This design comes from an exercise in tuning for small area on the open sky130 flow, not from production work.
Only simulation tests tie the RTL to the original design; equivalence was not proved.
Power is estimated from default activity; no workload was simulated.

### config.mk
export PLATFORM = sky130hd
export DESIGN_NAME = servoRegSystem
export DESIGN_NICKNAME = servoRegSystem
export VERILOG_FILES = /design/flow/design.v
export SDC_FILE = /design/flow/constraint.sdc
export NUM_CORES = 4
export LEC_CHECK = 0
export CAP_MARGIN = 20
export CORE_MARGIN = 2
export CORE_UTILIZATION = 55
export SLEW_MARGIN = 20
export SYNTH_HIERARCHICAL = 1
export SYNTH_MINIMUM_KEEP_SIZE = 0
### constraint.sdc
create_clock -name core_clock -period 10.0 [get_ports {clock}]
set_input_delay 2.0000 -clock core_clock [delete_from_list [all_inputs] [get_ports {clock}]]
set_output_delay 2.0000 -clock core_clock [all_outputs]
set_load 0.01 [all_outputs]
### design.v
package servoRegPkg;
	localparam int DATA_W = 32;
	localparam int ADDR_W = 5;
	localparam int ADC_W = 8;
	localparam int CASE_W = 3;
	localparam int DISPLAY_W = 16;
	localparam int REG_COUNT = 1 << ADDR_W;
	localparam int DISPLAY_LSB = 5;
	typedef logic [DATA_W-1:0] dataT;
	typedef logic [ADDR_W-1:0] regAddrT;
	typedef logic [ADC_W-1:0] adcSampleT;
	typedef logic [CASE_W-1:0] servoCaseT;
	typedef logic [DISPLAY_W-1:0] displayT;
	localparam regAddrT REG_ZERO = 5'd0;
	localparam regAddrT REG_ADC = 5'd1;
	localparam regAddrT REG_SERVO = 5'd2;
	localparam regAddrT REG_DISPLAY = 5'd3;
	localparam regAddrT REG_REST = 5'd5;
	localparam regAddrT REG_ACTIVE = 5'd6;
	localparam regAddrT REG_ADC_READY = 5'd8;
	function automatic logic [31:0] pulseWidthFor(
		input servoCaseT caseIn,
		input logic [31:0] pulseBase,
		input logic [31:0] pulseStep
	);
		pulseWidthFor = pulseBase + {29'd0, caseIn} * pulseStep;
	endfunction
	function automatic logic [31:0] maxPulseWidth(
		input logic [31:0] pulseBase,
		input logic [31:0] pulseStep
	);
		maxPulseWidth = pulseWidthFor(3'b111, pulseBase, pulseStep);
	endfunction
endpackage
`timescale 1ns/1ps
module ioRegFile (
	input logic clock,
	input logic rstN,
	input logic writeEnable,
	input logic clearRegs,
	input servoRegPkg::regAddrT writeAddr,
	input servoRegPkg::regAddrT readAddrA,
	input servoRegPkg::regAddrT readAddrB,
	input servoRegPkg::dataT writeData,
	input servoRegPkg::adcSampleT adcSample,
	input logic rest,
	input logic active,
	input logic adcReady,
	output servoRegPkg::dataT readDataA,
	output servoRegPkg::dataT readDataB,
	output servoRegPkg::servoCaseT servoCase,
	output servoRegPkg::displayT displayWord
);
	localparam logic [31:0] WRITABLE = 32'hFFFF_FE9C;
	servoRegPkg::dataT store [0:31];
	logic [31:0] valid;
	logic [31:0] selA;
	logic [31:0] selB;
	servoRegPkg::adcSampleT adcReg;
	logic restReg;
	logic activeReg;
	always_ff @(posedge clock or negedge rstN) begin
		if (!rstN) begin
			adcReg <= '0;
			restReg <= 1'b0;
			activeReg <= 1'b0;
		end else begin
			adcReg <= adcSample;
			restReg <= rest;
			activeReg <= active;
		end
	end
	for (genvar i = 0; i < 32; i++) begin : g_entry
		if (WRITABLE[i]) begin : g_rw
			logic [31:0] data;
			logic v;
			always_ff @(posedge clock) begin
				if (writeEnable && (writeAddr == i)) begin
					data <= writeData;
				end
			end
			always_ff @(posedge clock or negedge rstN) begin
				if (!rstN) begin
					v <= 1'b0;
				end else if (clearRegs) begin
					v <= 1'b0;
				end else if (writeEnable && (writeAddr == i)) begin
					v <= 1'b1;
				end
			end
			assign store[i] = data;
			assign valid[i] = v;
		end else if (i == 1) begin : g_adc
			assign store[i] = {24'b0, adcReg};
			assign valid[i] = 1'b1;
		end else if (i == 5) begin : g_rest
			assign store[i] = {31'b0, restReg};
			assign valid[i] = 1'b1;
		end else if (i == 6) begin : g_active
			assign store[i] = {31'b0, activeReg};
			assign valid[i] = 1'b1;
		end else if (i == 8) begin : g_tick
			assign store[i] = {31'b0, adcReady};
			assign valid[i] = 1'b1;
		end else begin : g_zero
			assign store[i] = '0;
			assign valid[i] = 1'b0;
		end
		assign selA[i] = valid[i] && (readAddrA == i);
		assign selB[i] = valid[i] && (readAddrB == i);
	end
	logic [26:0] wSelA;
	logic [26:0] wSelB;
	logic [26:0][31:0] wData;
	assign wSelA[0] = selA[2];
	assign wSelB[0] = selB[2];
	assign wData[0] = store[2];
	assign wSelA[1] = selA[3];
	assign wSelB[1] = selB[3];
	assign wData[1] = store[3];
	assign wSelA[2] = selA[4];
	assign wSelB[2] = selB[4];
	assign wData[2] = store[4];
	assign wSelA[3] = selA[7];
	assign wSelB[3] = selB[7];
	assign wData[3] = store[7];
	assign wSelA[4] = selA[9];
	assign wSelB[4] = selB[9];
	assign wData[4] = store[9];
	assign wSelA[5] = selA[10];
	assign wSelB[5] = selB[10];
	assign wData[5] = store[10];
	assign wSelA[6] = selA[11];
	assign wSelB[6] = selB[11];
	assign wData[6] = store[11];
	assign wSelA[7] = selA[12];
	assign wSelB[7] = selB[12];
	assign wData[7] = store[12];
	assign wSelA[8] = selA[13];
	assign wSelB[8] = selB[13];
	assign wData[8] = store[13];
	assign wSelA[9] = selA[14];
	assign wSelB[9] = selB[14];
	assign wData[9] = store[14];
	assign wSelA[10] = selA[15];
	assign wSelB[10] = selB[15];
	assign wData[10] = store[15];
	assign wSelA[11] = selA[16];
	assign wSelB[11] = selB[16];
	assign wData[11] = store[16];
	assign wSelA[12] = selA[17];
	assign wSelB[12] = selB[17];
	assign wData[12] = store[17];
	assign wSelA[13] = selA[18];
	assign wSelB[13] = selB[18];
	assign wData[13] = store[18];
	assign wSelA[14] = selA[19];
	assign wSelB[14] = selB[19];
	assign wData[14] = store[19];
	assign wSelA[15] = selA[20];
	assign wSelB[15] = selB[20];
	assign wData[15] = store[20];
	assign wSelA[16] = selA[21];
	assign wSelB[16] = selB[21];
	assign wData[16] = store[21];
	assign wSelA[17] = selA[22];
	assign wSelB[17] = selB[22];
	assign wData[17] = store[22];
	assign wSelA[18] = selA[23];
	assign wSelB[18] = selB[23];
	assign wData[18] = store[23];
	assign wSelA[19] = selA[24];
	assign wSelB[19] = selB[24];
	assign wData[19] = store[24];
	assign wSelA[20] = selA[25];
	assign wSelB[20] = selB[25];
	assign wData[20] = store[25];
	assign wSelA[21] = selA[26];
	assign wSelB[21] = selB[26];
	assign wData[21] = store[26];
	assign wSelA[22] = selA[27];
	assign wSelB[22] = selB[27];
	assign wData[22] = store[27];
	assign wSelA[23] = selA[28];
	assign wSelB[23] = selB[28];
	assign wData[23] = store[28];
	assign wSelA[24] = selA[29];
	assign wSelB[24] = selB[29];
	assign wData[24] = store[29];
	assign wSelA[25] = selA[30];
	assign wSelB[25] = selB[30];
	assign wData[25] = store[30];
	assign wSelA[26] = selA[31];
	assign wSelB[26] = selB[31];
	assign wData[26] = store[31];
	for (genvar b = 0; b < 32; b++) begin : g_bit
		logic [26:0] dW;
		for (genvar k = 0; k < 27; k++) begin : g_col
			assign dW[k] = wData[k][b];
		end
		if (b == 0) begin : g_b0
			readSlice #(.N(31)) sliceA_inst (.sel({selA[8], selA[6], selA[5], selA[1], wSelA}), .d({store[8][0], store[6][0], store[5][0], store[1][0], dW}), .y(readDataA[b]));
			readSlice #(.N(31)) sliceB_inst (.sel({selB[8], selB[6], selB[5], selB[1], wSelB}), .d({store[8][0], store[6][0], store[5][0], store[1][0], dW}), .y(readDataB[b]));
		end else if (b < 8) begin : g_adc
			readSlice #(.N(28)) sliceA_inst (.sel({selA[1], wSelA}), .d({store[1][b], dW}), .y(readDataA[b]));
			readSlice #(.N(28)) sliceB_inst (.sel({selB[1], wSelB}), .d({store[1][b], dW}), .y(readDataB[b]));
		end else begin : g_hi
			readSlice #(.N(27)) sliceA_inst (.sel(wSelA), .d(dW), .y(readDataA[b]));
			readSlice #(.N(27)) sliceB_inst (.sel(wSelB), .d(dW), .y(readDataB[b]));
		end
	end
	assign servoCase = valid[2] ? store[2][2:0] : 3'b000;
	assign displayWord = valid[3] ? store[3][20:5] : 16'b0;
endmodule
module readSlice #(
	parameter int N = 27
) (
	input logic [N-1:0] sel,
	input logic [N-1:0] d,
	output logic y
);
	assign y = |(sel & d);
endmodule
`timescale 1ns/1ps
module servoPwm (
	input logic clock,
	input logic rstN,
	input logic frameStart,
	input logic [10:0] hi,
	input servoRegPkg::servoCaseT servoCase,
	output logic servoOut
);
	servoRegPkg::servoCaseT latchedCase;
	logic [8:0] widthHi;
	logic hit;
	always_comb begin
		case (latchedCase)
			3'd0: widthHi = 9'd100;
			3'd1: widthHi = 9'd125;
			3'd2: widthHi = 9'd150;
			3'd3: widthHi = 9'd175;
			3'd4: widthHi = 9'd200;
			3'd5: widthHi = 9'd225;
			3'd6: widthHi = 9'd250;
			default: widthHi = 9'd275;
		endcase
	end
	assign hit = &(hi[8:0] | ~widthHi);
	always_ff @(posedge clock or negedge rstN) begin
		if (!rstN) begin
			latchedCase <= '0;
		end else if (frameStart) begin
			latchedCase <= servoCase;
		end
	end
	always_ff @(posedge clock or negedge rstN) begin
		if (!rstN) begin
			servoOut <= 1'b0;
		end else begin
			servoOut <= frameStart | (servoOut & ~hit);
		end
	end
endmodule
`timescale 1ns/1ps
module sampleTick (
	input logic clock,
	input logic rstN,
	output logic adcReady,
	output logic frameStart,
	output logic [10:0] hi
);
	logic [7:0] lo;
	logic started;
	logic loWrap;
	logic hiWrap;
	assign loWrap = &{lo[7:3], lo[0]};
	assign hiWrap = &{hi[10:6], hi[3:0]};
	always_ff @(posedge clock or negedge rstN) begin
		if (!rstN) begin
			lo <= '0;
		end else if (loWrap) begin
			lo <= '0;
		end else begin
			lo <= lo + 8'd1;
		end
	end
	always_ff @(posedge clock or negedge rstN) begin
		if (!rstN) begin
			hi <= '0;
		end else if (loWrap) begin
			if (hiWrap) hi <= '0;
			else hi <= hi + 11'd1;
		end
	end
	always_ff @(posedge clock or negedge rstN) begin
		if (!rstN) begin
			started <= 1'b0;
		end else if (lo[0]) begin
			started <= 1'b1;
		end
	end
	always_ff @(posedge clock or negedge rstN) begin
		if (!rstN) begin
			frameStart <= 1'b1;
		end else begin
			frameStart <= loWrap & hiWrap;
		end
	end
	assign adcReady = started & ~hi[0] & (lo == 8'd1);
endmodule
`timescale 1ns/1ps
module servoRegSystem #(
	parameter int unsigned PERIOD_CYCLES = 500000,
	parameter int unsigned PULSE_BASE = 25000,
	parameter int unsigned PULSE_STEP = 6250,
	parameter int unsigned TICK_DIVIDE = 500
) (
	input logic clock,
	input logic rstN,
	input logic writeEnable,
	input logic clearRegs,
	input servoRegPkg::regAddrT writeAddr,
	input servoRegPkg::regAddrT readAddrA,
	input servoRegPkg::regAddrT readAddrB,
	input servoRegPkg::dataT writeData,
	input servoRegPkg::adcSampleT adcSample,
	input logic rest,
	input logic active,
	output servoRegPkg::dataT readDataA,
	output servoRegPkg::dataT readDataB,
	output logic servoOut,
	output servoRegPkg::displayT displayWord
);
	logic adcReady;
	servoRegPkg::servoCaseT servoCase;
	ioRegFile ioRegFile_inst (
		.clock(clock),
		.rstN(rstN),
		.writeEnable(writeEnable),
		.clearRegs(clearRegs),
		.writeAddr(writeAddr),
		.readAddrA(readAddrA),
		.readAddrB(readAddrB),
		.writeData(writeData),
		.adcSample(adcSample),
		.rest(rest),
		.active(active),
		.adcReady(adcReady),
		.readDataA(readDataA),
		.readDataB(readDataB),
		.servoCase(servoCase),
		.displayWord(displayWord)
	);
	logic frameStart;
	logic [10:0] frameHi;
	servoPwm servoPwm_inst (
		.clock(clock),
		.rstN(rstN),
		.frameStart(frameStart),
		.hi(frameHi),
		.servoCase(servoCase),
		.servoOut(servoOut)
	);
	sampleTick sampleTick_inst (
		.clock(clock),
		.rstN(rstN),
		.adcReady(adcReady),
		.frameStart(frameStart),
		.hi(frameHi)
	);
endmodule
### run.sh
#!/bin/bash
# synth_recipe.tcl (not shown) runs the flow's synth.tcl, then flattens the netlist and writes it again
# the make line also repeats each setting of config.mk as NAME=value (left out here)
make -C /OpenROAD-flow-scripts/flow DESIGN_CONFIG=/design/flow/config.mk WORK_HOME=/design/flow/orfs CLKGATE_MAP_FILE= SYNTH_SCRIPT=/design/flow/synth_recipe.tcl finish
==> results of run 1 <==
[Yosys stat by module, one instance, submodules excluded, excerpt]
module	flip-flops and latches	area, µm²	cells	times used
servoPwm	4	292	29	1
ioRegFile	901	28300	1130	1
sampleTick	21	1000	97	1
[layout make-up]
cell class | instances | area share [%]
flip-flops and latches | 926 | 61.4
clock buffers | 120 | 5.71
diodes | 2 | 0.0112
clock inverters | 55 | 1.27
well taps | 931 | 2.60
repair buffers | 224 | 4.58
inverters | 28 | 0.235
multi-input cells | 1407 | 24.2
[kinds of logic (layout without fill, tap and decap cells)]
| family | count (synthesis) | after routing | synth area share, % |
|---|---|---|---|
| fa+ha+maj | 3 | 3 | 0.0981 |
| xor+xnor | 5 | 5 | 0.115 |
| mux | 4 | 4 | 0.118 |
| flops | 926 | 926 | 71.9 |
| other cells | 0 | 2 | 0 |
| compound gates | 907 | 907 | 19.4 |
| buf+inv | 45 | 427 | 0.510 |
| simple gates | 488 | 488 | 7.86 |
[path summary, 6_finish.rpt]
kind,endpoint,depth (start not counted),slack (ps),start
setup / recovery,readDataA[20],8,2450,readAddrA[0]
hold / removal,sampleTick_inst.started$_DFFE_PN0P_,1,480,sampleTick_inst.started$_DFFE_PN0P_
setup reg to reg,sampleTick_inst.hi[7]$_DFFE_PN0P_,4,8320,sampleTick_inst.hi[0]$_DFFE_PN0P_
hold reg to reg,sampleTick_inst.started$_DFFE_PN0P_,1,480,sampleTick_inst.started$_DFFE_PN0P_
max in group asynchronous,servoPwm_inst.latchedCase[1]$_DFFE_PN0P_,2,7910,rstN
min in group asynchronous,ioRegFile_inst.adcReg[4]$_DFF_PN0_,2,1500,rstN
[through the flow]
| step | hold WS [ps] | instances |
|---|---|---|
| 2_1_floorplan | 437 | 2378 |
| 3_3_place_gp | 460 | 3515 |
| 3_5_place_dp | 459 | 3516 |
| 4_1_cts | 474 | 3691 |
| 5_1_grt | 488 | 3692 |
| 6_report | 476 | 3693 |
[metal layers]
layer  global-route usage, %  up-vias
li1                        -    11300
met1                    52.2    14500
met2                    63.1     2681
met3                    12.7      649
met4                    24.3       10
met5                       0        -
[worst max-delay path, delay by kind of cell]
kind                   cells  cell delay [ps]
AOI/OAI and AO/OA          1              200
buffers and inverters      3             1790
and+or+nand+nor            4             1490
[registers in the layout (all words and copies together), names as in the netlist]
| name | flops |
|---|---|
| ioRegFile_inst.activeReg | 1 |
| servoPwm_inst.latchedCase | 3 |
| sampleTick_inst.frameStart | 1 |
| ioRegFile_inst.restReg | 1 |
| sampleTick_inst.lo | 8 |
| sampleTick_inst.started | 1 |
| sampleTick_inst.hi | 11 |
| ioRegFile_inst.g_entry.g_rw.data | 864 |
| ioRegFile_inst.adcReg | 8 |
| servoPwm_inst.servoOut | 1 |
| ioRegFile_inst.g_entry.g_rw.v | 27 |
[power by group]
part | internal, µW | switching [µW]
registers | 4290 | 24.7
clock network | 2090 | 1510
logic | 43.1 | 120
[cell usage after synthesis, types with 3 or more instances]
library cell    n  share of area (%)
mux2_2          4               0.12
a41oi_1         3              0.069
nand4b_1        3              0.069
clkbuf_1        7              0.069
inv_1          28               0.27
or3b_1          4              0.092
and4_1          5               0.11
nand4_1       194                3.2
nor3b_1        11               0.22
nand3_1         9               0.12
o21ai_0        10               0.13
and3_1         53               0.87
o22ai_1        21               0.34
a222oi_1       50                1.3
nand2_1        28               0.27
buf_2           6              0.079
a21oi_1         6              0.079
or4_1          16               0.31
a22o_1         50                1.1
buf_4           3              0.059
ha_1            3              0.098
a221oi_2       50                2.0
dfrtp_1        61                4.0
a22oi_2        14               0.46
nand2b_1        8               0.13
and2_1         30               0.49
or3_1          52               0.85
nor2_1         33               0.32
xor2_1          3              0.069
edfxtp_1      864                 68
nand4bb_1       4               0.12
and3b_1         6               0.14
a22oi_1       686                 13
nor3_1          7              0.092
nor2b_1         7               0.11
==> impl_metrics.tcl, run 1 <==
set metrics [dict create \
    ctsHoldBuffers 0 \
    peakVddDrop_mv 0.211 \
    synth_area_um2 38300 \
    top_layer_used "met5" \
    seq_area_um2 27500 \
    clk_pin_slew_ps 60 \
    cts.sinks 926 \
    layout_common_cells "864 x edfxtp_1, 686 x a22oi_1, 194 x nand4_1, 140 x clkdlybuf4s50_1, 98 x clkbuf_16" \
    max_freq_ghz 0.133 \
    pwr_density_cell_nw_per_um2 180 \
    cts_root_buf "clkbuf_16" \
    cpMaxStageDelayCell "and3_2" \
    finish.utilization_pct 65.1 \
    grt_start_max_net_pins 63 \
    multi_input_area_um2 10800 \
    gp_congestion 0.930 \
    dp_hpwl_mm 78.2 \
    viasPerCell 7.88 \
    arrival_ps 5550 \
    async_reset_ff_share_pct 6.70 \
    slew_violations 0 \
    cts_tree "built" \
    grt_pass1_wl_mm 205 \
    track_usage_pct 41.3 \
    worst_clock_skew_ps 3.74 \
    first_pass_iters 8 \
    io_buffers 141 \
    nets 2746 \
    core-area_um2 68700 \
    start_util_pct 55.7 \
    die_w_um 268 \
    hold_viol_final 0 \
    maxSlewHeadroom_pct 13.6 \
    io_pins 142 \
    die_area_um2 71700 \
    placed_area_um2 41600 \
    drv_cap 0 \
    cpMostUsedCell "clkdlybuf4s50_1" \
    setup_ws_ps 2450 \
    crit_path_start_kind "input port" \
    endpoint_kind "output port" \
    wire_per_inst_um 40.1 \
    ys_warn_count 10 \
    layout_commonest_cell "edfxtp_1" \
    cts_resized 0 \
    cts_setup_buffers 0 \
    drt-initial-drc-count 5341 \
    drive_gt1_share_pct 13.9 \
    ys_seq_area_share_pct 71.9 \
    antenna_found_initial 8 \
    nFillCells 4873 \
    fin_setup_tns_ps 0 \
    crit_chain "clkdlybuf4s50_1 -> nor3b_1 -> and3_2 -> buf_4 -> a22oi_1 -> nand4_1 -> or3_1 -> clkdlybuf4s50_1" \
    grt_pass1_vias 28100 \
    finalCritPeriodShare_pct 75.5 \
    design_area_um2 44800 \
    vias 29100 \
    synth_seq_cells 926 \
    timing.final.setup_violations 0 \
    overflow 0 \
    cp_slowest_stage_delay_ps 670 \
    antenna_left 0 \
    required_ps 8000 \
    syn_to_final_growth_pct 17.0 \
    wl_met1_mm 50.0 \
    leakagePower_uw 0.0143 \
    drcViolationCount 0 \
    crit_type "in -> out" \
    dp_slack_ps 2640 \
    p_total_uw 8080 \
    cp_max_fo 19 \
    worst_slew_pin_slew_ps 1300 \
    cts_made_buffers 95 \
    finalCriticalPeriod_ps 7550 \
    cts_buffer_depth 3 \
    clock_latency_ps 650 \
    synth_ff_type "edfxtp_1" \
    met2_length_mm 66.2 \
    die_h_um 268 \
    run_status "no timing/DRC/antenna violations" \
    rows 96 \
    hold_class "reg -> reg" \
    syn_nets 2442 \
    avgSynthCellArea_um2 16.1 \
    netlist_instances 2378 \
    dr_wl_met3_mm 21.5 \
    htreeDepth 3 \
    synth_edf_count 864 \
    wirelength_mm 148 \
    rsz0062_at_grt "no" \
    synth_cell_type_count 64 \
]
==> run 2, diff against run 1 <==
--- a/design.v
+++ b/design.v
@@ -74,17 +74,21 @@
 		if (WRITABLE[i]) begin : g_rw
 			logic [31:0] data;
 			logic v;
-			always_ff @(posedge clock) begin
-				if (writeEnable && (writeAddr == i)) begin
-					data <= writeData;
-				end
-			end
+			logic load;
+			assign load = writeEnable && (writeAddr == i);
+			regEntry entry_inst (
+				.clock(clock),
+				.load(load),
+				.hold(~load),
+				.writeData(writeData),
+				.data(data)
+			);
 			always_ff @(posedge clock or negedge rstN) begin
 				if (!rstN) begin
 					v <= 1'b0;
 				end else if (clearRegs) begin
 					v <= 1'b0;
-				end else if (writeEnable && (writeAddr == i)) begin
+				end else if (load) begin
 					v <= 1'b1;
 				end
 			end
@@ -219,7 +223,45 @@
 	input logic [N-1:0] d,
 	output logic y
 );
-	assign y = |(sel & d);
+	localparam int G3 = N / 3;
+	localparam int R = N % 3;
+	localparam int NG = G3 + ((R != 0) ? 1 : 0);
+	logic [NG-1:0] groupN;
+	for (genvar g = 0; g < G3; g++) begin : g_grp
+		readGroup #(.M(3)) grp_inst (.sel(sel[3*g +: 3]), .d(d[3*g +: 3]), .yN(groupN[g]));
+	end
+	if (R != 0) begin : g_rem
+		readGroup #(.M(R)) grp_inst (.sel(sel[N-1 -: R]), .d(d[N-1 -: R]), .yN(groupN[NG-1]));
+	end
+	readJoin #(.M(NG)) join_inst (.groupN(groupN), .y(y));
+endmodule
+module readGroup #(
+	parameter int M = 3
+) (
+	input logic [M-1:0] sel,
+	input logic [M-1:0] d,
+	output logic yN
+);
+	assign yN = ~|(sel & d);
+endmodule
+module readJoin #(
+	parameter int M = 9
+) (
+	input logic [M-1:0] groupN,
+	output logic y
+);
+	assign y = ~&groupN;
+endmodule
+module regEntry (
+	input logic clock,
+	input logic load,
+	input logic hold,
+	input servoRegPkg::dataT writeData,
+	output servoRegPkg::dataT data
+);
+	always_ff @(posedge clock) begin
+		data <= ({32{load}} & writeData) | ({32{hold}} & data);
+	end
 endmodule
 `timescale 1ns/1ps
 module servoPwm (
==> flow/run.sh (new file) <==
#!/bin/bash
# Standard ORFS layout (the standard.sh, standard synthesis unchanged) with two
# changes: port buffers are buf_1 instead of the default pick, and clock tree synthesis
# uses clkbuf_8 with larger sink clusters and no dummy loads. Each ORFS step keeps its own log under orfs/logs; make's
# output goes to make_synth.log and make_layout.log here.
set -euo pipefail
CTS="-sink_clustering_enable -repair_clock_nets -dont_use_dummy_load -buf_list sky130_fd_sc_hd__clkbuf_8 -sink_clustering_size 16 -sink_clustering_max_diameter 100"
bash standard.sh synth > make_synth.log 2>&1
bash standard.sh \
	"CTS_ARGS=$CTS" \
	"BUFFER_PORTS_ARGS=-buffer_cell sky130_fd_sc_hd__buf_1" \
	finish > make_layout.log 2>&1
==> standard.sh (new file) <==
#!/bin/bash
# synth_recipe.tcl (not shown) runs the flow's synth.tcl, then flattens the netlist and writes it again
# the make line also repeats each setting of config.mk as NAME=value (left out here)
make -C /OpenROAD-flow-scripts/flow DESIGN_CONFIG=/design/flow/config.mk WORK_HOME=/design/flow/orfs CLKGATE_MAP_FILE= SYNTH_SCRIPT=/design/flow/synth_recipe.tcl "${@:-finish}"
removed: run.sh
==> impl_metrics.tcl, run 2 <==
set metrics [dict create \
    vias 36400 \
    gp_congestion 0.952 \
    die_area_um2 70800 \
    core-area_um2 68300 \
    viasPerCell 8.62 \
    wirelength_mm 168 \
    worst_clock_skew_ps 21.7 \
    synth_area_leaders "dfxtp_1 46%, a22o_1 19%, a222oi_1 15%" \
    cts_root_buf "clkbuf_8" \
    holdWs_ps 473 \
    antenna_left 0 \
    synth_area_um2 37800 \
    regMostFlops "ioRegFile_inst.g_entry.g_rw.entry_inst.data" \
    required_ps 8000 \
    cts_tree "built" \
    synth_common_cells "864 x dfxtp_1, 810 x a22o_1, 578 x a222oi_1" \
    htreeDepth 3 \
    die_w_um 266 \
    ctsHoldBuffers 0 \
    worst_slew_pin_slew_ps 1250 \
    leakagePower_uw 0.0164 \
    netlist_instances 3170 \
    crit_type "in -> out" \
    drt-initial-drc-count 8286 \
    synth_ff_type "dfxtp_1" \
    antenna_found_initial 4 \
    pwr_density_cell_nw_per_um2 190 \
    drv_cap 0 \
    ys_warn_count 11 \
    start_util_pct 55.3 \
    synth_edf_count 0 \
    io_buffers 141 \
    arrival_ps 5230 \
    finish.utilization_pct 58.2 \
    async_reset_ff_share_pct 6.70 \
    fin_setup_tns_ps 0 \
    rows 96 \
    hold_class "reg -> reg" \
    layout_commonest_cell "dfxtp_1" \
    cts.sinks 926 \
    syn_to_final_growth_pct 5.24 \
    maxSlewHeadroom_pct 16.2 \
    drcViolationCount 0 \
    synth_top_cell_area_share_pct 45.8 \
    grt_pass1_vias 34900 \
    rsz0062_at_grt "no" \
    finalCritPeriodShare_pct 72.3 \
    cp_max_fo 17 \
    ys_seq_area_share_pct 49.9 \
    overflow 0 \
    synth_cell_type_count 61 \
    avgSynthCellArea_um2 11.9 \
    cts_resized 0 \
    die_h_um 266 \
    nets 3403 \
    reg_top3 "ioRegFile_inst.g_entry.g_rw.entry_inst.data x864, ioRegFile_inst.g_entry.g_rw.v x27, sampleTick_inst.hi x11" \
    endpoint_kind "output port" \
    clock_latency_ps 720 \
    layout_common_cells "864 x dfxtp_1, 810 x a22o_1, 578 x a222oi_1, 140 x buf_1, 136 x buf_4" \
    yosys.area.top_type "dfxtp_1" \
    finalCriticalPeriod_ps 7230 \
    yosysMostFrequentCell "dfxtp_1" \
    clk_pin_slew_ps 90 \
    drive_gt1_share_pct 9.44 \
    hold_viol_final 0 \
    io_pins 142 \
    dp_hpwl_mm 94.9 \
    cts_made_buffers 67 \
    grt_start_max_net_pins 63 \
    wire_per_inst_um 39.8 \
    grt_pass1_wl_mm 238 \
    cts_buffer_depth 3 \
    track_usage_pct 45.4 \
    run_status "no timing/DRC/antenna violations" \
    synth_seq_cells 926 \
    slew_violations 0 \
    peakVddDrop_mv 0.123 \
    cts_setup_buffers 0 \
    max_freq_ghz 0.138 \
    crit_path_start_kind "input port" \
    syn_nets 3234 \
    timing.final.setup_violations 0 \
    largest_register_ff_count 864 \
    first_pass_iters 14 \
]
[run 2: final timing paths]
kind,slack [ps],depth (start not counted),end,start
worst min register to register,470,1,sampleTick_inst.started$_DFFE_PN0P_,sampleTick_inst.started$_DFFE_PN0P_
worst max register to register,8510,4,sampleTick_inst.hi[7]$_DFFE_PN0P_,sampleTick_inst.lo[3]$_DFF_PN0_
max in group asynchronous,7870,2,ioRegFile_inst.adcReg[4]$_DFF_PN0_,rstN
worst max-delay path,2770,8,readDataA[29],readAddrA[3]
min in group asynchronous,1480,2,sampleTick_inst.hi[8]$_DFFE_PN0P_,rstN
worst min-delay path,470,1,sampleTick_inst.started$_DFFE_PN0P_,sampleTick_inst.started$_DFFE_PN0P_
[run 2: per-module statistics from Yosys (local to each module, per instance), a selection]
module	copies in the design	flip-flops and latches
servoPwm	1	4
ioRegFile	1	37
sampleTick	1	21
regEntry	27	32
[run 2: layout make-up]
class / instances / area (µm²)
Inverter: 31 / 116
Antenna cell: 3 / 7.51
Timing Repair Buffer: 283 / 1710
Fill cell: 5707 / 28600
Sequential cell: 926 / 18800
Multi-Input combinational cell: 2030 / 17100
Clock buffer: 67 / 922
Tap cell: 882 / 1100
[run 2: through the flow]
| stage | cells | total power [µW] | worst slack (ps) | cell area, µm² |
|---|---|---|---|---|
| floorplan | 3170 | 5410 | 2560 | 37800 |
| global placement | 4146 | 5660 | 3070 | 38700 |
| detailed placement | 4150 | 5750 | 3040 | 38800 |
| CTS | 4217 | 7500 | 3050 | 39700 |
| global route | 4220 | 7800 | 2830 | 39800 |
| finish | 4222 | 7560 | 2770 | 39800 |
[run 2: kinds of logic (layout without fill, tap and decap cells)]
group | after synthesis | in the layout | share of synthesized area (%)
AND/OR/NAND/NOR | 520 | 520 | 7.83
multiplexers | 4 | 4 | 0.119
AO/OA/AOI/OAI | 1497 | 1497 | 36.5
adder cells (fa/ha/maj) | 3 | 3 | 0.0993
flip-flops | 926 | 926 | 49.9
XOR/XNOR | 6 | 6 | 0.139
other | 0 | 3 | 0
buffers and inverters | 214 | 381 | 5.40
[run 2: report_power, final]
part / total [µW] / switching [µW] / internal (µW)
Clock: 1830 / 1230 / 606
Sequential: 4950 / 566 / 4380
Combinational: 778 / 306 / 472
[run 2: per-layer routing]
metal	vias to the layer above	GRT usage [%]	share of wire, %
li1	14300	-	-
met1	17700	57.0	35
met2	3550	65.6	41
met3	830	15.1	16
met4	4	31.9	8.4
met5	-	0	0.013
[run 2: worst max-delay path, stage by stage]
cell      delay, ps
buf_1           280
nor3b_1         490
and3_1         1040
buf_4           470
a222oi_1        170
nand4_1         260
or3_1           300
buf_1           190
==> run 3, diff against run 2 <==
==> flow/run.sh (replaced) <==
#!/bin/bash
# Standard ORFS layout (the standard.sh, standard synthesis unchanged) with three
# changes: after floorplan, combinational cells go to their smallest drive strength
# (flow/downsize.tcl; later repair upsizes or buffers where needed); port buffers are buf_1
# instead of the default pick; and clock tree synthesis uses clkbuf_8 with larger sink
# clusters and no dummy loads. Each ORFS step keeps its own log under orfs/logs; make's
# output goes to make_synth.log and make_layout.log here.
set -euo pipefail
HERE=$(pwd)
CTS="-sink_clustering_enable -repair_clock_nets -dont_use_dummy_load -buf_list sky130_fd_sc_hd__clkbuf_8 -sink_clustering_size 14 -sink_clustering_max_diameter 100"
bash standard.sh synth > make_synth.log 2>&1
bash standard.sh \
	"POST_FLOORPLAN_TCL=$HERE/flow/downsize.tcl" \
	"CTS_ARGS=$CTS" \
	"BUFFER_PORTS_ARGS=-buffer_cell sky130_fd_sc_hd__buf_1" \
	finish > make_layout.log 2>&1
==> flow/downsize.tcl (new file) <==
# Before placement: put each combinational cell on the smallest-area variant of its own
# function (same name stem, other drive strength; the strongest of those if several have
# that area); placement's and later repair_design
# upsize or buffer again where slew, capacitance or timing need it. Flip-flops keep their
# cells.
set swapped 0
set saved 0.0
foreach inst [get_cells *] {
  set ref [get_property $inst ref_name]
  if {![regexp {^sky130_fd_sc_hd__([a-z0-9]+)_([0-9]+)$} $ref -> stem drive]} { continue }
  if {[regexp {^(df|edf|sdf|dl|tap|fill|decap|conb|clk)} $stem]} { continue }
  set cur [get_lib_cells */$ref]
  set best $cur
  set best_area [get_property $cur area]
  set best_drive $drive
  foreach cand [get_lib_cells */sky130_fd_sc_hd__${stem}_*] {
    set cname [get_property $cand name]
    if {![regexp "^sky130_fd_sc_hd__${stem}_(\[0-9\]+)\$" $cname -> cdrive]} { continue }
    if {[get_property $cand dont_use]} { continue }
    set a [get_property $cand area]
    if {$a < $best_area - 1e-6 || (abs($a - $best_area) < 1e-6 && $cdrive > $best_drive)} {
      set best $cand; set best_area $a; set best_drive $cdrive
    }
  }
  if {[get_property $best name] ne $ref} {
    set saved [expr {$saved + [get_property $cur area] - $best_area}]
    replace_cell $inst $best
    incr swapped
  }
}
puts "downsize.tcl: swapped $swapped cells, [format %.1f $saved] um2 less"
==> impl_metrics.tcl, run 3 <==
set metrics [dict create \
    cts_made_buffers 76 \
    largest_register_ff_count 864 \
    maxSlewHeadroom_pct 18.1 \
    wirelength_mm 177 \
    gp_congestion 0.924 \
    pwr_density_cell_nw_per_um2 192 \
    crit_type "in -> out" \
    finalCritPeriodShare_pct 67.8 \
    cts.sinks 926 \
    grt_pass1_vias 35700 \
    die_h_um 266 \
    clock_latency_ps 710 \
    netlist_instances 3170 \
    antenna_left 0 \
    p_total_uw 7640 \
    leakagePower_uw 0.0164 \
    first_pass_iters 17 \
    synth_seq_cells 926 \
    synth_adder_area_share_pct 0.0993 \
    clk_pin_slew_ps 90 \
    io_buffers 141 \
    synth_common_cells "864 x dfxtp_1, 810 x a22o_1, 578 x a222oi_1" \
    viasPerCell 8.82 \
    grt_start_max_net_pins 63 \
    drive_gt1_share_pct 9.07 \
    dp_slack_ps 3410 \
    setup_ws_ps 3220 \
    yosys.area.top_type "dfxtp_1" \
    overflow 0 \
    seq_area_um2 18800 \
    synthSimpleGateAreaFrac_pct 7.83 \
    wire_per_inst_um 42.0 \
    crit_path_start_kind "input port" \
    top_layer_used "met5" \
    synth_compound_area_share_pct 36.5 \
    start_util_pct 55.3 \
    dr_wl_met3_mm 30.1 \
    async_reset_ff_share_pct 6.70 \
    drv_cap 0 \
    htreeDepth 3 \
    die_w_um 266 \
    synth_ff_type "dfxtp_1" \
    cts_setup_buffers 0 \
    timing.final.setup_violations 0 \
    ys_seq_area_share_pct 49.9 \
    cts_resized 0 \
    required_ps 8000 \
    drt-initial-drc-count 9442 \
    endpoint_kind "output port" \
    peakVddDrop_mv 0.122 \
    syn_nets 3234 \
    cts_tree "built" \
    avgSynthCellArea_um2 11.9 \
    multi_input_area_um2 16900 \
    finalCriticalPeriod_ps 6780 \
    synth_top_family_by_area "compound AO/OA/AOI/OAI gates" \
    synth_area_leaders "dfxtp_1 46%, a22o_1 19%, a222oi_1 15%" \
    track_usage_pct 48.0 \
    core-area_um2 68300 \
    vias 37300 \
    arrival_ps 4780 \
    worst_slew_pin_slew_ps 1230 \
    max_freq_ghz 0.148 \
    hold_class "reg -> reg" \
    dp_hpwl_mm 99.8 \
    layout_common_cells "864 x a22o_1, 864 x dfxtp_1, 578 x a222oi_1, 132 x buf_4, 128 x buf_1" \
    die_area_um2 70800 \
    drcViolationCount 0 \
    hold_viol_final 0 \
    synth_area_um2 37800 \
    nets 3408 \
    met2_length_mm 70.3 \
    antenna_found_initial 4 \
    reg_top3 "ioRegFile_inst.g_entry.g_rw.entry_inst.data x864, ioRegFile_inst.g_entry.g_rw.v x27, sampleTick_inst.hi x11" \
    muxShareOfSynthArea_pct 0.119 \
    yosysMostFrequentCell "dfxtp_1" \
    syn_to_final_growth_pct 5.09 \
    run_status "no timing/DRC/antenna violations" \
    synth_xor_area_share_pct 0.139 \
    ctsHoldBuffers 0 \
    r2r_slack_ps 8210 \
    nFillCells 5806 \
    synth_edf_count 0 \
    fin_setup_tns_ps 0 \
    slew_violations 0 \
    cp_max_fo 17 \
    synth_top_cell_area_share_pct 45.8 \
    wl_met1_mm 61.1 \
    regMostFlops "ioRegFile_inst.g_entry.g_rw.entry_inst.data" \
    worst_clock_skew_ps 52.1 \
    rows 96 \
    cts_buffer_depth 3 \
    grt_pass1_wl_mm 249 \
    ys_warn_count 11 \
    io_pins 142 \
    synth_cell_type_count 61 \
    cts_root_buf "clkbuf_8" \
    rsz0062_at_grt "no" \
]
[run 3: changes by cell type in the layout (fill, tap and decap cells not counted), sizes merged]
cell    change
clkbuf     +18
buf        -13
diode       +2
[run 3: cell families after synthesis]
family | after synthesis
simple gates | 520
xor+xnor | 6
buf+inv | 214
flops | 926
mux | 4
compound gates | 1497
fa+ha+maj | 3
[run 3: worst paths after layout]
path / startpoint / to / cells past startpoint
max: readAddrB[3] / readDataB[15] / 8
min: sampleTick_inst.started$_DFFE_PN0P_ / sampleTick_inst.started$_DFFE_PN0P_ / 1
max reg2reg: sampleTick_inst.lo[3]$_DFF_PN0_ / sampleTick_inst.hi[5]$_DFFE_PN0P_ / 4
min reg2reg: sampleTick_inst.started$_DFFE_PN0P_ / sampleTick_inst.started$_DFFE_PN0P_ / 1
max in group asynchronous: rstN / sampleTick_inst.hi[0]$_DFFE_PN0P_ / 2
min in group asynchronous: rstN / ioRegFile_inst.restReg$_DFF_PN0_ / 2
[run 3: modules after synthesis (local to each module, per instance), excerpt]
module      cell area, µm²  copies in the design  flops+latches
ioRegFile             2480                     1             37
sampleTick            1040                     1             21
regEntry               991                    27             32
servoPwm               292                     1              4
[run 3: metrics by stage]
step	cell area [µm²]	instances	hold slack (ps)	util, %
2_1_floorplan	37800	3170	437	-
3_3_place_gp	38500	4142	452	56.4
3_5_place_dp	38700	4148	450	56.6
4_1_cts	39700	4224	470	58.1
5_1_grt	39700	4226	486	58.1
6_report	39700	4229	468	58.1
[run 3: area by class of cell]
type | instances | share of cell area (%)
Antenna cell | 5 | 0.0315
Inverter | 31 | 0.293
Sequential cell | 926 | 47.4
Timing Repair Buffer | 279 | 4.15
Clock buffer | 76 | 2.63
Multi-Input combinational cell | 2030 | 42.7
Tap cell | 882 | 2.78
[run 3: where the power goes]
| part | internal, µW | switching, µW |
|---|---|---|
| registers | 4380 | 564 |
| clock network | 682 | 1250 |
| logic | 461 | 303 |
[run 3: worst max-delay path, cell delays in order]
cell      delay [ps]
buf_1            260
and3b_1          290
and3_1           990
buf_4            510
a222oi_1         120
nand4_1          260
or3_1            160
buf_1            150
[run 3: metal layers]
metal	vias to the layer above	track usage, %
met4	6	34.4
met1	18100	59.6
met2	3892	66.7
met3	1052	19.9
li1	14300	-
met5	-	0.832
==> run 4, diff against run 3 <==
--- a/design.v
+++ b/design.v
@@ -74,12 +74,16 @@
 		if (WRITABLE[i]) begin : g_rw
 			logic [31:0] data;
 			logic v;
+			logic hit;
 			logic load;
-			assign load = writeEnable && (writeAddr == i);
+			logic hold;
+			assign hit = writeEnable && (writeAddr == i);
+			invDrv holdDrv_inst (.a(hit), .y(hold));
+			invDrv loadDrv_inst (.a(hold), .y(load));
 			regEntry entry_inst (
 				.clock(clock),
 				.load(load),
-				.hold(~load),
+				.hold(hold),
 				.writeData(writeData),
 				.data(data)
 			);
@@ -88,7 +92,7 @@
 					v <= 1'b0;
 				end else if (clearRegs) begin
 					v <= 1'b0;
-				end else if (load) begin
+				end else if (hit) begin
 					v <= 1'b1;
 				end
 			end
@@ -110,8 +114,13 @@
 			assign store[i] = '0;
 			assign valid[i] = 1'b0;
 		end
-		assign selA[i] = valid[i] && (readAddrA == i);
-		assign selB[i] = valid[i] && (readAddrB == i);
+		if (WRITABLE[i] || i == 1 || i == 5 || i == 6 || i == 8) begin : g_sel
+			invDrv selADrv_inst (.a(~(valid[i] && (readAddrA == i))), .y(selA[i]));
+			invDrv selBDrv_inst (.a(~(valid[i] && (readAddrB == i))), .y(selB[i]));
+		end else begin : g_nosel
+			assign selA[i] = 1'b0;
+			assign selB[i] = 1'b0;
+		end
 	end
 	logic [26:0] wSelA;
 	logic [26:0] wSelB;
@@ -263,6 +272,12 @@
 		data <= ({32{load}} & writeData) | ({32{hold}} & data);
 	end
 endmodule
+module invDrv (
+	input logic a,
+	output logic y
+);
+	assign y = ~a;
+endmodule
 `timescale 1ns/1ps
 module servoPwm (
 	input logic clock,
==> impl_metrics.tcl, run 4 <==
set metrics [dict create \
    vias 35500 \
    rsz0062_at_grt "no" \
    cts_resized 0 \
    drcViolationCount 0 \
    cts_made_buffers 76 \
    finish.utilization_pct 56.9 \
    overflow 0 \
    cts.sinks 926 \
    cts_buffer_depth 3 \
    endpoint_kind "output port" \
    yosys.area.top_type "dfxtp_1" \
    regMostFlops "ioRegFile_inst.g_entry.g_rw.entry_inst.data" \
    synth_area_leaders "dfxtp_1 46%, a22o_1 19%, a222oi_1 15%" \
    run_status "no timing/DRC/antenna violations" \
    cp_max_fo 32 \
    synth_ff_type "dfxtp_1" \
    maxSlewHeadroom_pct 20.7 \
    rows 96 \
    min_to "sampleTick_inst.started$_DFFE_PN0P_" \
    hold_class "reg -> reg" \
    htreeDepth 3 \
    use_met3_pct 11.9 \
    leakagePower_uw 0.0162 \
    reg_top3 "ioRegFile_inst.g_entry.g_rw.entry_inst.data x864, ioRegFile_inst.g_entry.g_rw.v x27, sampleTick_inst.hi x11" \
    drt-initial-drc-count 9229 \
    dp_slack_ps 3090 \
    ctsHoldBuffers 0 \
    cts_root_buf "clkbuf_8" \
    use_met2_pct 62.3 \
    synth_cell_type_count 61 \
    fin_setup_tns_ps 0 \
    wire_per_inst_um 38.0 \
    die_h_um 267 \
    ys_seq_area_share_pct 49.7 \
    core-area_um2 68500 \
    synth_area_um2 37900 \
    drv_cap 0 \
    ys_warn_count 11 \
    cts_tree "built" \
    synth_seq_cells 926 \
    setup_ws_ps 2850 \
    hold_path_startpoint "sampleTick_inst.started$_DFFE_PN0P_" \
    required_ps 8000 \
    dp_hpwl_mm 90.7 \
    io_buffers 141 \
    reg2regPathDepth 4 \
    clk_pin_slew_ps 80 \
    largest_register_ff_count 864 \
    crit_path_start_kind "input port" \
    r2r_slack_ps 8260 \
    timing.final.setup_violations 0 \
    antenna_left 0 \
    timing.rr.start "sampleTick_inst.lo[4]$_DFF_PN0_" \
    track_usage_pct 43.3 \
    grt-busiest-layer "met2" \
    gp_congestion 1.01 \
    drive_gt1_share_pct 8.60 \
    avgSynthCellArea_um2 11.7 \
    syn_nets 3314 \
    die_w_um 267 \
    pwr_density_cell_nw_per_um2 196 \
    nFillCells 5901 \
    use_met1_pct 56.9 \
    yosysMostFrequentCell "dfxtp_1" \
    finalCriticalPeriod_ps 7150 \
    viasPerCell 8.40 \
    antenna_found_initial 2 \
    grt_pass1_wl_mm 230 \
    hold_viol_final 0 \
    synth_top_cell_area_share_pct 45.6 \
    crit_type "in -> out" \
    cts_setup_buffers 0 \
    start_util_pct 55.4 \
    synth_common_cells "864 x dfxtp_1, 810 x a22o_1, 578 x a222oi_1" \
    slew_violations 0 \
    worst_clock_skew_ps 42.9 \
    r2r_end "sampleTick_inst.hi[5]$_DFFE_PN0P_" \
    finalCritPeriodShare_pct 71.5 \
    min_path_cells 1 \
    clock_latency_ps 690 \
    worst_slew_pin_slew_ps 1190 \
    peakVddDrop_mv 0.105 \
    synth_edf_count 0 \
    arrival_ps 5150 \
    layout_common_cells "864 x a22o_1, 864 x dfxtp_1, 578 x a222oi_1, 145 x inv_2, 140 x buf_1" \
    io_pins 142 \
    max_freq_ghz 0.140 \
    wirelength_mm 160 \
    first_pass_iters 14 \
    async_reset_ff_share_pct 6.70 \
    grt_start_max_net_pins 63 \
    netlist_instances 3250 \
    nets 3403 \
    grt_pass1_vias 34100 \
    syn_to_final_growth_pct 2.67 \
    die_area_um2 71100 \
]
run 4: layer usage:
metal  part of all wire [%]  vias up  wire (µm)
li1                       -    14200          -
met2                     42     3317      66800
met5                      0        -          0
met4                    7.5        0      12100
met1                     37    17300      58600
met3                     14      594      22900
run 4: area by class of cell:
cell class | count | area (µm²) | area share (%)
antenna | 6 | 15.0 | 0.0385
multi-input combinational | 1994 | 16500 | 42.2
clock buffer | 76 | 1050 | 2.68
inverter | 145 | 544 | 1.40
timing repair buffer | 196 | 943 | 2.42
tap | 882 | 1100 | 2.83
sequential | 926 | 18800 | 48.4
run 4: kinds of logic (layout without fill, tap and decap cells):
family	after synthesis	in the layout	share of synthesized area [%]
XOR/XNOR	6	6	0.138
AO/OA/AOI/OAI	1497	1497	36.4
AND/OR/NAND/NOR	484	484	7.03
flip-flops	926	926	49.7
other	0	6	0
buffers and inverters	330	417	6.53
multiplexers	4	4	0.119
adder cells (fa/ha/maj)	3	3	0.0989
run 4: worst max-delay path by stage:
stage                             from             to  slack (ps)  depth (start not counted)
final                     readAddrB[3]  readDataB[20]        2850                          8
after global routing      readAddrB[3]  readDataB[20]        2810                          8
after CTS                 readAddrB[3]  readDataB[28]        3080                          8
after detailed placement  readAddrB[3]  readDataB[28]        3090                          8
after global placement    readAddrB[3]   readDataB[0]        3130                          8
after floorplan           readAddrA[3]   readDataA[0]        4330                          7
run 4: modules after synthesis (local to each module, per instance), excerpt:
| module | flops+latches | area [µm²] | cells inside | times used |
|---|---|---|---|---|
| invDrv | 0 | 3.75 | 1 | 116 |
| ioRegFile | 37 | 2200 | 267 | 1 |
| regEntry | 32 | 991 | 70 | 27 |
| sampleTick | 21 | 1040 | 98 | 1 |
| servoPwm | 4 | 292 | 29 | 1 |
run 4: metrics by stage:
step	power, µW	cell area, µm²	instances	hold slack [ps]
final	7630	39000	4225	486
after detailed placement	5720	37900	4143	464
after global routing	7870	39000	4220	508
after global placement	5640	37900	4143	453
after floorplan	5410	37900	3250	437
after CTS	7570	38900	4219	490
run 4: where the power goes:
group          internal, µW  total, µW  switching [µW]
combinational           459        753             294
sequential             4380       4950             571
clock                   683       1920            1240
total                  5520       7630            2110
run 4: worst max-delay path: stages:
cell	delay (ps)
buf_1	370
nor3b_1	660
nand4_1	200
inv_2	800
a222oi_1	300
nand4_1	330
or3_1	260
buf_1	200
==> run 5, diff against run 4 <==
==> flow/run.sh (replaced) <==
#!/bin/bash
# Standard ORFS layout (the standard.sh, standard synthesis unchanged) with four
# changes: after floorplan, combinational cells go to their smallest drive strength
# (flow/downsize.tcl; later repair upsizes or buffers where needed); port buffers are buf_1
# instead of the default pick; timing-driven global placement does not keep the buffers
# its early repair_design adds (the repair after placement sizes nets on the final
# placement instead); and clock tree synthesis uses clkbuf_8 with larger sink clusters and
# no dummy loads. Each ORFS step keeps its own log under orfs/logs; make's
# output goes to make_synth.log and make_layout.log here.
set -euo pipefail
HERE=$(pwd)
CTS="-sink_clustering_enable -repair_clock_nets -dont_use_dummy_load -buf_list sky130_fd_sc_hd__clkbuf_8 -sink_clustering_size 14 -sink_clustering_max_diameter 60"
bash standard.sh synth > make_synth.log 2>&1
bash standard.sh \
	"POST_FLOORPLAN_TCL=$HERE/flow/downsize.tcl" \
	"CTS_ARGS=$CTS" \
	"BUFFER_PORTS_ARGS=-buffer_cell sky130_fd_sc_hd__buf_1" \
	GPL_KEEP_OVERFLOW=0 \
	finish > make_layout.log 2>&1
==> impl_metrics.tcl, run 5 <==
set metrics [dict create \
    run_status "no timing/DRC/antenna violations" \
    wl_met1_mm 57.8 \
    timing.rr.start "sampleTick_inst.hi[3]$_DFFE_PN0P_" \
    layout_common_cells "864 x a22o_1, 864 x dfxtp_1, 578 x a222oi_1, 145 x inv_2, 107 x buf_1" \
    cts_root_buf "clkbuf_8" \
    synth_cell_type_count 61 \
    slew_violations 0 \
    r2r_end "sampleTick_inst.hi[7]$_DFFE_PN0P_" \
    cp_max_fo 32 \
    maxSlewHeadroom_pct 21.8 \
    dr_wl_met3_mm 23.2 \
    endpoint_kind "output port" \
    cts_resized 0 \
    worst_clock_skew_ps 25.8 \
    p_total_uw 7630 \
    min_path_cells 1 \
    first_pass_iters 12 \
    leakagePower_uw 0.0161 \
    antenna_found_initial 5 \
    start_util_pct 55.4 \
    reg_top3 "ioRegFile_inst.g_entry.g_rw.entry_inst.data x864, ioRegFile_inst.g_entry.g_rw.v x27, sampleTick_inst.hi x11" \
    finalCritPeriodShare_pct 71.7 \
    required_ps 8000 \
    htreeDepth 3 \
    die_h_um 267 \
    rsz0062_at_grt "no" \
    largest_register_ff_count 864 \
    ctsHoldBuffers 0 \
    cts_tree "built" \
    rows 96 \
    drive_gt1_share_pct 8.19 \
    io_buffers 141 \
    hold_path_startpoint "sampleTick_inst.started$_DFFE_PN0P_" \
    setup_ws_ps 2830 \
    crit_type "in -> out" \
    cts_made_buffers 79 \
    crit_path_start_kind "input port" \
    die_area_um2 71100 \
    netlist_instances 3250 \
    die_w_um 267 \
    synth_seq_cells 926 \
    peakVddDrop_mv 0.109 \
    top_layer_used "met4" \
    nets 3352 \
    yosys.area.top_type "dfxtp_1" \
    async_reset_ff_share_pct 6.70 \
    wirelength_mm 159 \
    internal-power_uw 5540 \
    grt_pass1_wl_mm 230 \
    pwr_density_cell_nw_per_um2 197 \
    design_area_um2 38700 \
    yosysMostFrequentCell "dfxtp_1" \
    placed_area_um2 37500 \
    dp_hpwl_mm 91.1 \
    swShare_pct 27.4 \
    viasPerCell 8.51 \
    vias 35500 \
    synth_area_um2 37900 \
    p_switching_uw 2090 \
    arrival_ps 5170 \
    met2_length_mm 66.1 \
    clk_pin_slew_ps 80 \
    fin_setup_tns_ps 0 \
    grt_pass1_vias 33900 \
    dp_slack_ps 3070 \
    core-area_um2 68500 \
    grt_start_max_net_pins 35 \
    p_comb_share_pct 9.7 \
    clkPwrFrac_pct 25.4 \
    ys_seq_area_share_pct 49.7 \
    drv_cap 0 \
    synth_area_leaders "dfxtp_1 46%, a22o_1 19%, a222oi_1 15%" \
    hold_viol_final 0 \
    drcViolationCount 0 \
    synth_ff_type "dfxtp_1" \
    min_to "sampleTick_inst.started$_DFFE_PN0P_" \
    clock_latency_ps 710 \
    drt-initial-drc-count 10000 \
    synth_common_cells "864 x dfxtp_1, 810 x a22o_1, 578 x a222oi_1" \
    gp_congestion 1.04 \
    track_usage_pct 43.2 \
    avgSynthCellArea_um2 11.7 \
    worst_slew_pin_slew_ps 1170 \
    io_pins 142 \
    timing.final.setup_violations 0 \
    regMostFlops "ioRegFile_inst.g_entry.g_rw.entry_inst.data" \
    finalCriticalPeriod_ps 7170 \
    cts.sinks 926 \
    synth_top_cell_area_share_pct 45.6 \
    ys_warn_count 11 \
    synth_edf_count 0 \
    cts_setup_buffers 0 \
    antenna_left 0 \
    syn_nets 3314 \
    finish.utilization_pct 56.5 \
    cts_buffer_depth 3 \
    reg2regPathDepth 4 \
    hold_class "reg -> reg" \
    wire_per_inst_um 38.2 \
    max_freq_ghz 0.139 \
    seqPwrFrac_pct 64.8 \
    syn_to_final_growth_pct 1.86 \
    overflow 0 \
    r2r_slack_ps 8230 \
]
## run 5: cell counts after synthesis
No cell type changed its count.
## run 5: kinds of logic after synthesis
| group | synth area share [%] |
|---|---|
| AO/OA/AOI/OAI | 36.4 |
| flip-flops | 49.7 |
| AND/OR/NAND/NOR | 7.03 |
| buffers and inverters | 6.53 |
| XOR/XNOR | 0.138 |
| multiplexers | 0.119 |
| adder cells (fa/ha/maj) | 0.0989 |
## run 5: how the worst max path moves through the flow
| stage | start | to | slack [ps] | cells after the start |
|---|---|---|---|---|
| after detailed placement | readAddrB[3] | readDataB[28] | 3070 | 8 |
| after CTS | readAddrB[3] | readDataB[28] | 3050 | 8 |
| after global routing | readAddrB[3] | readDataB[10] | 2840 | 8 |
| after floorplan | readAddrA[3] | readDataA[0] | 4330 | 7 |
| final | readAddrB[0] | readDataB[4] | 2830 | 8 |
| after global placement | readAddrB[3] | readDataB[28] | 3020 | 8 |
## run 5: worst max-delay path: stages
cell and delay, ps:
buf_1 330, nor3b_1 710, nand3_1 190, inv_2 800
a222oi_1 480, nand4_1 290, or3_1 190, buf_1 170
## run 5: final cells by class
| type | instances | area [µm²] |
|---|---|---|
| repair buffers | 142 | 592 |
| fillers | 5913 | 29800 |
| clock buffers | 79 | 1090 |
| flip-flops and latches | 926 | 18800 |
| diodes | 6 | 15.0 |
| well taps | 882 | 1100 |
| multi-input cells | 1994 | 16500 |
| inverters | 145 | 544 |
## run 5: power by group through the flow
stage / combinational (µW) / sequential [µW] / clock [µW]
2_1_floorplan: 580 / 4830 / 0
3_3_place_gp: 689 / 4930 / 0
3_5_place_dp: 731 / 4980 / 0
4_1_cts: 733 / 4910 / 1950
5_1_grt: 805 / 5010 / 2070
6_report: 742 / 4950 / 1940
## run 5: stage by stage
stage                     cells  hold WS [ps]
after floorplan            3250           437
after global placement     4088           454
after detailed placement   4089           452
after CTS                  4168           481
after global routing       4172           506
final                      4174           480
## run 5: Yosys stat by module (local to each module, per instance), excerpt
module / area, µm² / flip-flops and latches / cells
ioRegFile: 2200 / 37 / 267
invDrv: 3.75 / 0 / 1
sampleTick: 1040 / 21 / 98
regEntry: 991 / 32 / 70
servoPwm: 292 / 4 / 29
## run 5: layer usage
layer  vias to the layer above  GRT usage [%]
li1                      14100              -
met2                      3419           61.8
met5                         -          0.139
met4                         0           29.0
met1                     17300           57.4
met3                       611           10.9
==> run 6, diff against run 5 <==
--- a/flow/run.sh
+++ b/flow/run.sh
@@ -9,7 +9,7 @@
 # output goes to make_synth.log and make_layout.log here.
 set -euo pipefail
 HERE=$(pwd)
-CTS="-sink_clustering_enable -repair_clock_nets -dont_use_dummy_load -buf_list sky130_fd_sc_hd__clkbuf_8 -sink_clustering_size 14 -sink_clustering_max_diameter 60"
+CTS="-sink_clustering_enable -repair_clock_nets -dont_use_dummy_load -buf_list sky130_fd_sc_hd__clkbuf_8 -sink_clustering_size 16 -sink_clustering_max_diameter 60"
 bash standard.sh synth > make_synth.log 2>&1
 bash standard.sh \
 	"POST_FLOORPLAN_TCL=$HERE/flow/downsize.tcl" \
--- a/config.mk
+++ b/config.mk
@@ -7,7 +7,7 @@
 export LEC_CHECK = 0
 export CAP_MARGIN = 20
 export CORE_MARGIN = 2
-export CORE_UTILIZATION = 55
+export CORE_UTILIZATION = 65
 export SLEW_MARGIN = 20
 export SYNTH_HIERARCHICAL = 1
 export SYNTH_MINIMUM_KEEP_SIZE = 0
==> impl_metrics.tcl, run 6 <==
set metrics [dict create \
    cts_root_buf "clkbuf_8" \
    syn_nets 3314 \
    synth_ff_type "dfxtp_1" \
    p_comb_share_pct 10.0 \
    largest_register_ff_count 864 \
    nets 3344 \
    clkPwrFrac_pct 24.4 \
    synth_edf_count 0 \
    hold_viol_final 0 \
    htreeDepth 3 \
    multi_input_area_um2 16500 \
    first_pass_iters 12 \
    avgSynthCellArea_um2 11.7 \
    cts_tree "built" \
    grt_pass1_vias 33700 \
    arrival_ps 5350 \
    overflow 0 \
    async_reset_ff_share_pct 6.70 \
    io_buffers 141 \
    pwr_density_cell_nw_per_um2 197 \
    finalCriticalPeriod_ps 7350 \
    nFillCells 4468 \
    die_w_um 246 \
    vias 36100 \
    crit_path_start_kind "input port" \
    cts.sinks 926 \
    use_met2_pct 69.6 \
    synth_area_um2 37900 \
    antenna_found_initial 9 \
    placed_area_um2 37400 \
    worst_clock_skew_ps 32.2 \
    synth_seq_cells 926 \
    ctsHoldBuffers 0 \
    yosys.area.top_type "dfxtp_1" \
    wire_per_inst_um 38.2 \
    rows 88 \
    synth_top_cell_area_share_pct 45.6 \
    endpoint_kind "output port" \
    cpMaxStageDelayCell "nor3b_1" \
    crit_family "simple AND/OR/NAND/NOR gates" \
    start_util_pct 65.8 \
    clk_pin_slew_ps 90 \
    grt_pass1_wl_mm 223 \
    wirelength_mm 155 \
    gp_congestion 1.05 \
    max_freq_ghz 0.136 \
    use_met3_pct 16.0 \
    swShare_pct 27.6 \
    clock_latency_ps 700 \
    maxSlewHeadroom_pct 19.3 \
    rsz0062_at_grt "no" \
    cts_setup_buffers 0 \
    die_area_um2 60300 \
    p_switching_uw 2090 \
    slew_violations 0 \
    peakVddDrop_mv 0.147 \
    seqPwrFrac_pct 65.7 \
    regMostFlops "ioRegFile_inst.g_entry.g_rw.entry_inst.data" \
    crit_type "in -> out" \
    fin_setup_tns_ps 0 \
    layout_common_cells "864 x a22o_1, 864 x dfxtp_1, 578 x a222oi_1, 145 x inv_2, 107 x buf_1" \
    netlist_instances 3250 \
    muxShareOfSynthArea_pct 0.119 \
    drv_cap 0 \
    core-area_um2 57700 \
    synth_cell_type_count 61 \
    synth_compound_area_share_pct 36.4 \
    reg_top3 "ioRegFile_inst.g_entry.g_rw.entry_inst.data x864, ioRegFile_inst.g_entry.g_rw.v x27, sampleTick_inst.hi x11" \
    syn_to_final_growth_pct 1.22 \
    cts_resized 0 \
    viasPerCell 8.90 \
    cp_max_fo 32 \
    synth_xor_area_share_pct 0.138 \
    path_buf_inv 3 \
    leakagePower_uw 0.0160 \
    synth_common_cells "864 x dfxtp_1, 810 x a22o_1, 578 x a222oi_1" \
    drive_gt1_share_pct 7.96 \
    dp_hpwl_mm 87.9 \
    track_usage_pct 49.0 \
    hold_class "reg -> reg" \
    synthSimpleGateAreaFrac_pct 7.03 \
    ys_seq_area_share_pct 49.7 \
    seq_area_um2 18800 \
    worst_slew_pin_slew_ps 1210 \
    finalCritPeriodShare_pct 73.5 \
    synth_area_leaders "dfxtp_1 46%, a22o_1 19%, a222oi_1 15%" \
    required_ps 8000 \
    grt_start_max_net_pins 35 \
    ys_warn_count 11 \
    io_pins 142 \
    internal-power_uw 5470 \
    die_h_um 246 \
    synth_adder_area_share_pct 0.0989 \
    run_status "no timing/DRC/antenna violations" \
    cts_buffer_depth 3 \
    crit_chain "buf_1 -> nor3b_1 -> nand4_1 -> inv_2 -> a222oi_1 -> nand4_1 -> or3_1 -> buf_1" \
    cts_made_buffers 70 \
    cp_slowest_stage_delay_ps 900 \
    drcViolationCount 0 \
    use_met1_pct 63.0 \
    design_area_um2 38400 \
    timing.final.setup_violations 0 \
    antenna_left 0 \
    grt-busiest-layer "met2" \
    synth_top_family_by_area "compound AO/OA/AOI/OAI gates" \
    yosysMostFrequentCell "dfxtp_1" \
    drt-initial-drc-count 10600 \
]
==> run 6: cell types whose count changed in the layout (fill, tap and decap cells not counted), sizes merged <==
cell / previous run / this run
diode: 6 / 9
clkbuf: 80 / 72
==> run 6: metrics by stage <==
stage / power [µW] / hold slack [ps] / worst slack, ps / cells / util, %
5_1_grt: 7760 / 506 / 2680 / 4048 / 66.6
6_report: 7550 / 486 / 2650 / 4052 / 66.6
3_5_place_dp: 5720 / 458 / 2930 / 3973 / 64.9
2_1_floorplan: 5410 / 437 / 4330 / 3250 / -
4_1_cts: 7460 / 479 / 2890 / 4043 / 66.5
3_3_place_gp: 5610 / 452 / 2850 / 3971 / 64.7
==> run 6: final timing paths <==
kind | from | endpoint | slack [ps] | cells past startpoint
max | readAddrB[0] | readDataB[5] | 2650 | 8
min | sampleTick_inst.started$_DFFE_PN0P_ | sampleTick_inst.started$_DFFE_PN0P_ | 490 | 1
max reg2reg | sampleTick_inst.hi[3]$_DFFE_PN0P_ | sampleTick_inst.hi[7]$_DFFE_PN0P_ | 8150 | 4
min reg2reg | sampleTick_inst.started$_DFFE_PN0P_ | sampleTick_inst.started$_DFFE_PN0P_ | 490 | 1
max in group asynchronous | rstN | ioRegFile_inst.g_entry[12].g_rw.v$_DFFE_PN0P_ | 8160 | 3
min in group asynchronous | rstN | sampleTick_inst.hi[3]$_DFFE_PN0P_ | 1150 | 1
==> run 6: area by class of cell <==
cell class / count / share of cell area [%]
diodes: 9 / 0.0586
clock buffers: 70 / 2.51
inverters: 145 / 1.42
multi-input cells: 1994 / 42.9
flip-flops and latches: 926 / 49.1
well taps: 765 / 2.49
repair buffers: 143 / 1.59
==> run 6: kinds of logic (layout without fill, tap and decap cells) <==
family,after synthesis,count (layout)
fa+ha+maj,3,3
other cells,0,9
buf+inv,330,358
xor+xnor,6,6
compound gates,1497,1497
flops,926,926
simple gates,484,484
mux,4,4
==> run 6: power by group through the flow <==
| stage | Combinational (µW) | Clock [µW] | Sequential [µW] |
|---|---|---|---|
| floorplan | 580 | 0 | 4830 |
| global placement | 686 | 0 | 4920 |
| detailed placement | 735 | 0 | 4980 |
| CTS | 736 | 1820 | 4910 |
| global route | 805 | 1950 | 5010 |
| finish | 752 | 1840 | 4960 |
==> run 6: modules after synthesis (local to each module, per instance), a selection <==
| module | flip-flops and latches | times used |
|---|---|---|
| sampleTick | 21 | 1 |
| ioRegFile | 37 | 1 |
| regEntry | 32 | 27 |
| servoPwm | 4 | 1 |
| invDrv | 0 | 116 |
==> run 6: metal layers <==
layer | wire, µm | vias to the layer above
li1 | - | 14100
met1 | 51700 | 17100
met2 | 62200 | 3978
met3 | 26900 | 847
met4 | 13900 | 2
met5 | 12 | -

## re-timing with driven ports
The flow's constraints put no driver on any port. The routed layouts listed below were extracted and timed again, unchanged, in two steps. Step 1 assumes that a clkbuf_16 drives the clock port and a buf_2 every other input. Step 2 times the ports against the registers' clock, not the clock port: input delays grow and output delays shrink by t, the midpoint of the rising clock arrivals with the driver on. a / b / c = no drivers / after step 1 / after step 2; a / b = the first two.
run	t, ns	slack for setup (ns)	worst setup path at the end	clock arrival spread, ns
run 1	0.720	2.454 / 2.431 / 2.431	input to output	0.025 / 0.025
run 2	0.762	2.770 / 2.744 / 2.744	input to output	0.069 / 0.069
run 3	0.760	3.221 / 3.192 / 3.192	input to output	0.073 / 0.073
run 4	0.756	2.855 / 2.826 / 2.826	input to output	0.086 / 0.086
run 5	0.759	2.829 / 2.801 / 2.801	input to output	0.070 / 0.070
run 6	0.759	2.647 / 2.623 / 2.623	input to output	0.074 / 0.074
After both steps every run listed still meets setup and hold.
